This design comes from an exercise in tuning for small area and a short achievable clock period on the open sky130 flow, not from production work.
Where RTL was checked, it was by simulation tests only, not by an equivalence proof against the original.
No activity file was given, so power comes from the tool's default toggle rates.

## rs_alu
module rs_alu (
  input  logic                 clk,
  input  logic                 rst,
  input  logic                 disp_valid,
  input  logic [TAG_W-1:0]     disp_src_a,
  input  logic [TAG_W-1:0]     disp_src_b,
  input  logic [TAG_W-1:0]     disp_dest,
  input  logic                 disp_rdy_a,
  input  logic                 disp_rdy_b,
  input  logic [DATA_W-1:0]    disp_imm,
  input  logic                 disp_dest_valid,
  input  logic [OP_W-1:0]      disp_alu_op,
  input  logic [SPECTAG_W-1:0] disp_spectag,
  input  logic                 disp_specbit,
  input  logic [AGE_W-1:0]     disp_age,
  input  logic [DLY_W-1:0]     disp_delay,
  input  logic                 br_valid,
  input  logic                 br_success,
  input  logic [SPECTAG_W-1:0] br_tag,
  output logic                 full,
  output logic                 issue_valid,
  output logic [TAG_W-1:0]     issue_src_a,
  output logic [TAG_W-1:0]     issue_src_b,
  ...
For scale: roughly 2000 cells after synthesis, ~670 flip-flops, ~150 I/O pins, ~28000 um^2 of cells after synthesis.
export LEC_CHECK = 0
export CAP_MARGIN = 20
export CORE_MARGIN = 2
export CORE_UTILIZATION = 70
export CTS_BUF_LIST = sky130_fd_sc_hd__clkbuf_16
export CTS_CLUSTER_DIAMETER = 100
export CTS_CLUSTER_SIZE = 20
export PLACE_DENSITY = 0.78
export SETUP_SLACK_MARGIN = 5.0
export SLEW_MARGIN = 20
export TNS_END_PERCENT = 0
create_clock -name core_clock -period 7.5 [get_ports {clk}]
standard.sh (not shown) runs the stock make flow with config.mk's settings and CLKGATE_MAP_FILE= SYNTH_SCRIPT=/design/flow/synth_recipe.tcl, a recipe that flattens the netlist after the stock synthesis.
==> flow/flow/run.sh <==
#!/bin/bash
# Standard layout, with plain buffers on the ports and sizing not tied to cell footprints.
set -euo pipefail
bash standard.sh BUFFER_PORTS_ARGS="-buffer_cell sky130_fd_sc_hd__buf_2" MATCH_CELL_FOOTPRINT=0 finish > flow_make.log 2>&1
Change:
==> flow/flow/run.sh (replaced) <==
#!/bin/bash
# Standard layout, with plain buffers on the ports and sizing not tied to cell footprints.
set -euo pipefail
bash standard.sh BUFFER_PORTS_ARGS="-buffer_cell sky130_fd_sc_hd__buf_1" MATCH_CELL_FOOTPRINT=0 finish > flow_make.log 2>&1
Settings changed: CORE_UTILIZATION 70 to 60, PLACE_DENSITY 0.78 to not set.
- The new run produced a clean layout
- area after synthesis is unchanged
- setup slack improves by 49 ps
- power goes down by about 0.6%
- design area is higher by about 0.6%
- die area went up by 16%
- flip-flop and latch count is unchanged
- wire length rose by 1.6%
- cell count rose by about 3%
Change:
==> flow/flow/run.sh (replaced) <==
#!/bin/bash
# Standard layout, with plain buffers on the ports and sizing not tied to cell footprints.
set -euo pipefail
bash standard.sh BUFFER_PORTS_ARGS="-buffer_cell sky130_fd_sc_hd__buf_2" MATCH_CELL_FOOTPRINT=0 finish > flow_make.log 2>&1
Settings changed: SETUP_SLACK_MARGIN 5.0 to 4.0.
Result: The changed run passed the timing, DRC and antenna checks. Utilization decreases by 0.91 points. Non-clock buffer count falls by 12. Sequential share of layout area goes up by 0.76 points. Critical path depth stays the same. Synthesized area stays the same. Flip-flop and latch count does not change. Final area decreases by 1.4%. Worst setup slack is worse by 280 ps.
Change:
Settings changed: SETUP_SLACK_MARGIN 4.0 to 4.4.
=> The changed run finished clean. Via count barely changes. Worst setup slack gains 270 ps. Cell count is about the same. Clock-buffer cell count is unchanged. First-iteration DRC count increases by about 0.55%. Total power stays flat. Combinational power increases by about 1%.

* * *

Starting RTL as in the previous note.
Settings: LEC_CHECK=0, CAP_MARGIN=20, CORE_MARGIN=2, CORE_UTILIZATION=60, CTS_BUF_LIST=sky130_fd_sc_hd__clkbuf_16, CTS_CLUSTER_DIAMETER=100, CTS_CLUSTER_SIZE=20, SETUP_SLACK_MARGIN=4.7, SLEW_MARGIN=20, TNS_END_PERCENT=0; clock period 7.5 ns.
==> flow/flow/run.sh <==
#!/bin/bash
# Standard layout, with plain buffers on the ports and sizing not tied to cell footprints.
set -euo pipefail
bash standard.sh BUFFER_PORTS_ARGS="-buffer_cell sky130_fd_sc_hd__buf_2" MATCH_CELL_FOOTPRINT=0 finish > flow_make.log 2>&1
==> next run, changes <==
- GPL_ROUTABILITY_DRIVEN: default -> 0
- SETUP_SLACK_MARGIN: 4.7 -> 5.0
Effect: The changed run completed with no timing, DRC or antenna violations; global-route usage decreases by 0.44 points; non-clock buffer count climbs by 5; fmax goes up slightly.

* * *

Setup of xenon:
rs_alu, a different RTL version from the one above (not shown whole).
For scale: roughly 2,500 cells after synthesis, ~32,000 µm² of cells after synthesis.
// rs_alu
module rs_alu (
  input  logic                 clk,
  input  logic                 rst,
  input  logic                 disp_valid,
  input  logic [TAG_W-1:0]     disp_src_a,
  input  logic [TAG_W-1:0]     disp_src_b,
  input  logic [TAG_W-1:0]     disp_dest,
  input  logic                 disp_rdy_a,
  input  logic                 disp_rdy_b,
  input  logic [DATA_W-1:0]    disp_imm,
  input  logic                 disp_dest_valid,
  input  logic [OP_W-1:0]      disp_alu_op,
  input  logic [SPECTAG_W-1:0] disp_spectag,
  input  logic                 disp_specbit,
  input  logic [AGE_W-1:0]     disp_age,
  input  logic [DLY_W-1:0]     disp_delay,
  input  logic                 br_valid,
  input  logic                 br_success,
  input  logic [SPECTAG_W-1:0] br_tag,
  output logic                 full,
  output logic                 issue_valid,
  output logic [TAG_W-1:0]     issue_src_a,
  output logic [TAG_W-1:0]     issue_src_b,
  output logic [TAG_W-1:0]     issue_dest,
  output logic [DATA_W-1:0]    issue_imm,
  output logic                 issue_dest_valid,
  output logic [OP_W-1:0]      issue_alu_op,
  output logic [SPECTAG_W-1:0] issue_spectag,
  output logic                 issue_specbit
);
==> flow/config.mk <==
export PLATFORM = sky130hd
export DESIGN_NAME = rs_alu
export DESIGN_NICKNAME = rs_alu
export VERILOG_FILES = /design/flow/design.v
export SDC_FILE = /design/flow/constraint.sdc
export NUM_CORES = 4
export LEC_CHECK = 0
export ABC_CLOCK_PERIOD_IN_PS = 2000
export CAP_MARGIN = 20
export CORE_MARGIN = 2
export CORE_UTILIZATION = 60
export SETUP_SLACK_MARGIN = 4.5
export SLEW_MARGIN = 20
export TNS_END_PERCENT = 0
==> flow/constraint.sdc <==
create_clock -name core_clock -period 7.5 [get_ports {clk}]
set_input_delay 1.5000 -clock core_clock [delete_from_list [all_inputs] [get_ports {clk}]]
set_output_delay 1.5000 -clock core_clock [all_outputs]
set_load 0.01 [all_outputs]
run.sh (not shown) runs the stock make flow with config.mk's settings and CLKGATE_MAP_FILE= SYNTH_SCRIPT=/design/flow/synth_recipe.tcl, a recipe that flattens the netlist after the stock synthesis.
Stock flow here: none of the scripts above is used.
### xenon -> lagoon
- swapping 4.5 for 4.2 in SETUP_SLACK_MARGIN
- clearing ABC_CLOCK_PERIOD_IN_PS, which used to be 2000
--- outcome ---
On area growth from synthesis to final layout: between lagoon and xenon, it ends up lower for lagoon. [compare] base=xenon new=lagoon: number of clock-tree buffers in the layout has increased; worst setup slack has decreased. Measured against each other, lagoon and xenon differ in design area, the lower figure coming from lagoon. Shortest clock period the worst path allows after layout for lagoon is higher than for xenon. Re share of total power in the clock network: lagoon and xenon aren't equal, and the higher value belongs to lagoon. For xenon, the worst setup path endpoint was iss_dly[2], unlike lagoon, where it was iss_dest[5].
> inputs changed (lagoon -> onyx)
- CORE_UTILIZATION changed from 60 to 40
- TNS_END_PERCENT removed (was 0)
- SETUP_SLACK_MARGIN changed from 4.2 to 4.8
==> notes.md <==
Between onyx and lagoon, the total power is lower for lagoon.
On onyx: area of the core is 50% higher than what lagoon gave.
Net total in the final layout, onyx and lagoon: lower on lagoon
On area of the multi-input gates, the lower figure sits with lagoon, not onyx.
Going from lagoon to onyx, the via count of the first global-routing pass was found to have gone up by 1,044.
Delta (onyx minus lagoon): number of buffers and inverters on the critical path climbed 4; clock share of power climbed 1.3 points; number of buffers other than clock buffers in the final layout climbed 73%.
Routed wire in onyx totals more than in lagoon.
Final cell area: onyx above lagoon
> inputs changed (onyx -> sierra)
- TNS_END_PERCENT: unset -> 0
- SETUP_SLACK_MARGIN: 4.8 -> 4.5
- CORE_UTILIZATION: 40 -> 60
Notes after the runs:
Vias: sierra below onyx
For sum of overflow across all layers after global routing, sierra and onyx come out practically identical.
The flow did not stop early for sierra: all stages ran, and the layout cleared the timing, DRC and antenna checks.
Of sierra and onyx, the run reporting the higher width of the die was onyx.
onyx → sierra: final estimated routing congestion in global placement went up; hold slack went down.
Function was not checked in any run of this note: the RTL went through the layout flow alone.

* * *

== wip/lagoon ==
Starting RTL as in the previous note.
Settings: LEC_CHECK=0, CAP_MARGIN=20, CORE_MARGIN=2, CORE_UTILIZATION=40, SETUP_SLACK_MARGIN=4.8, SLEW_MARGIN=20, TNS_END_PERCENT=0; clock period 7.5 ns.
> inputs changed (wip/lagoon -> wip/delta)
Settings: swapping 4.8 for 5.0 in SETUP_SLACK_MARGIN; swapping 40 for 60 in CORE_UTILIZATION.
==> flow/flow/run.sh (new file) <==
#!/bin/bash
# Standard layout, with plain buffers on the ports and sizing not tied to cell footprints.
set -euo pipefail
bash standard.sh BUFFER_PORTS_ARGS="-buffer_cell sky130_fd_sc_hd__buf_2" MATCH_CELL_FOOTPRINT=0 finish > flow_make.log 2>&1
==> flow/standard.sh (new file) <==
#!/bin/bash
# synth_recipe.tcl (not shown) runs the flow's synth.tcl, then flattens the netlist and writes it again
# the make line also repeats each setting of config.mk as NAME=value (left out here)
make -C /OpenROAD-flow-scripts/flow DESIGN_CONFIG=/design/flow/config.mk WORK_HOME=/design/flow/orfs CLKGATE_MAP_FILE= SYNTH_SCRIPT=/design/flow/synth_recipe.tcl "${@:-finish}"
removed: flow/run.sh
Notes after the runs:
When wip/delta is set beside wip/lagoon, its sum of met3 wire segment lengths after detailed routing turns out to be 32% larger. Taking wip/lagoon as the reference, in wip/delta maximum number of pins on one net before global-route repair has decreased, count of non-CTS buffers in the layout has increased, number of placed instances with taps included has decreased, final cell area excluding filler cells has decreased. No stage failed in wip/delta, and the final checks on the layout all came back clean. Summary: with wip/lagoon as the reference, maximum clock rate in wip/delta moved up by a few percent.
Setup changes, wip/delta to wip/pepper
Settings: putting ABC_AREA at 1 where nothing was set; swapping 5.0 for 4.8 in SETUP_SLACK_MARGIN; clearing TNS_END_PERCENT, which used to be 0; swapping 60 for 40 in CORE_UTILIZATION.
==> flow/run.sh (new file) <==
#!/bin/bash
# synth_recipe.tcl (not shown) runs the flow's synth.tcl, then flattens the netlist and writes it again
# the make line also repeats each setting of config.mk as NAME=value (left out here)
make -C /OpenROAD-flow-scripts/flow DESIGN_CONFIG=/design/flow/config.mk WORK_HOME=/design/flow/orfs CLKGATE_MAP_FILE= SYNTH_SCRIPT=/design/flow/synth_recipe.tcl finish
removed: flow/flow/run.sh
removed: flow/standard.sh
==> notes.md <==
- Changes observed in wip/pepper relative to wip/delta: total net switching power went up; total number of cells along the worst setup path lower.
- The sequential share of cell area of wip/pepper is lower than that of wip/delta.
- Compared to wip/delta, the router laid down more metal wire for wip/pepper.
Function was not checked in any run of this note: the RTL went through the layout flow alone.

==> afterwards: timing with drivers on the ports <==
In the flow no input, the clock included, has a driving cell. The finished layouts below were timed again as built, in two steps.
Step 1 sets driving cells, clkbuf_16 on the clock port and buf_2 on the other inputs (assumed; they add their load-dependent delay and slew).
Step 2, shift: input delay + t, output delay - t, t = (earliest + latest rising clock arrival at the registers) / 2. This alone moves slack from input paths to output paths.
a / b / c = ideal / step 1 / step 2; a / b = the first two.
run | shift t [ns] | setup slack, ns | slew at the worst register clock pin (ns)
the first run of note 1 | 0.635 | 4.221 / 4.197 / 3.752 | 0.09 / 0.09
the second run of note 1 | 0.641 | 4.270 / 4.211 / 3.769 | 0.09 / 0.09
the third run of note 1 | 0.637 | 3.993 / 3.931 / 3.571 | 0.09 / 0.09
the fourth run of note 1 | 0.635 | 4.263 / 4.202 / 3.774 | 0.09 / 0.09
the first run of note 2 | 0.633 | 4.256 / 4.197 / 3.823 | 0.09 / 0.09
the second run of note 2 | 0.643 | 4.276 / 4.215 / 3.865 | 0.09 / 0.09
xenon | 0.695 | 4.161 / 4.161 / 3.502 | 0.07 / 0.07
lagoon | 0.678 | 4.000 / 3.977 / 3.353 | 0.06 / 0.06
onyx | 0.713 | 4.072 / 4.072 / 3.969 | 0.07 / 0.07
sierra | 0.695 | 4.161 / 4.161 / 3.502 | 0.07 / 0.07
wip/lagoon | 0.700 | 4.037 / 4.037 / 3.457 | 0.07 / 0.07
wip/delta | 0.682 | 4.192 / 4.192 / 3.643 | 0.07 / 0.07
wip/pepper | 0.692 | 4.199 / 4.135 / 4.101 | 0.07 / 0.07
After both steps every run listed still meets setup and hold.
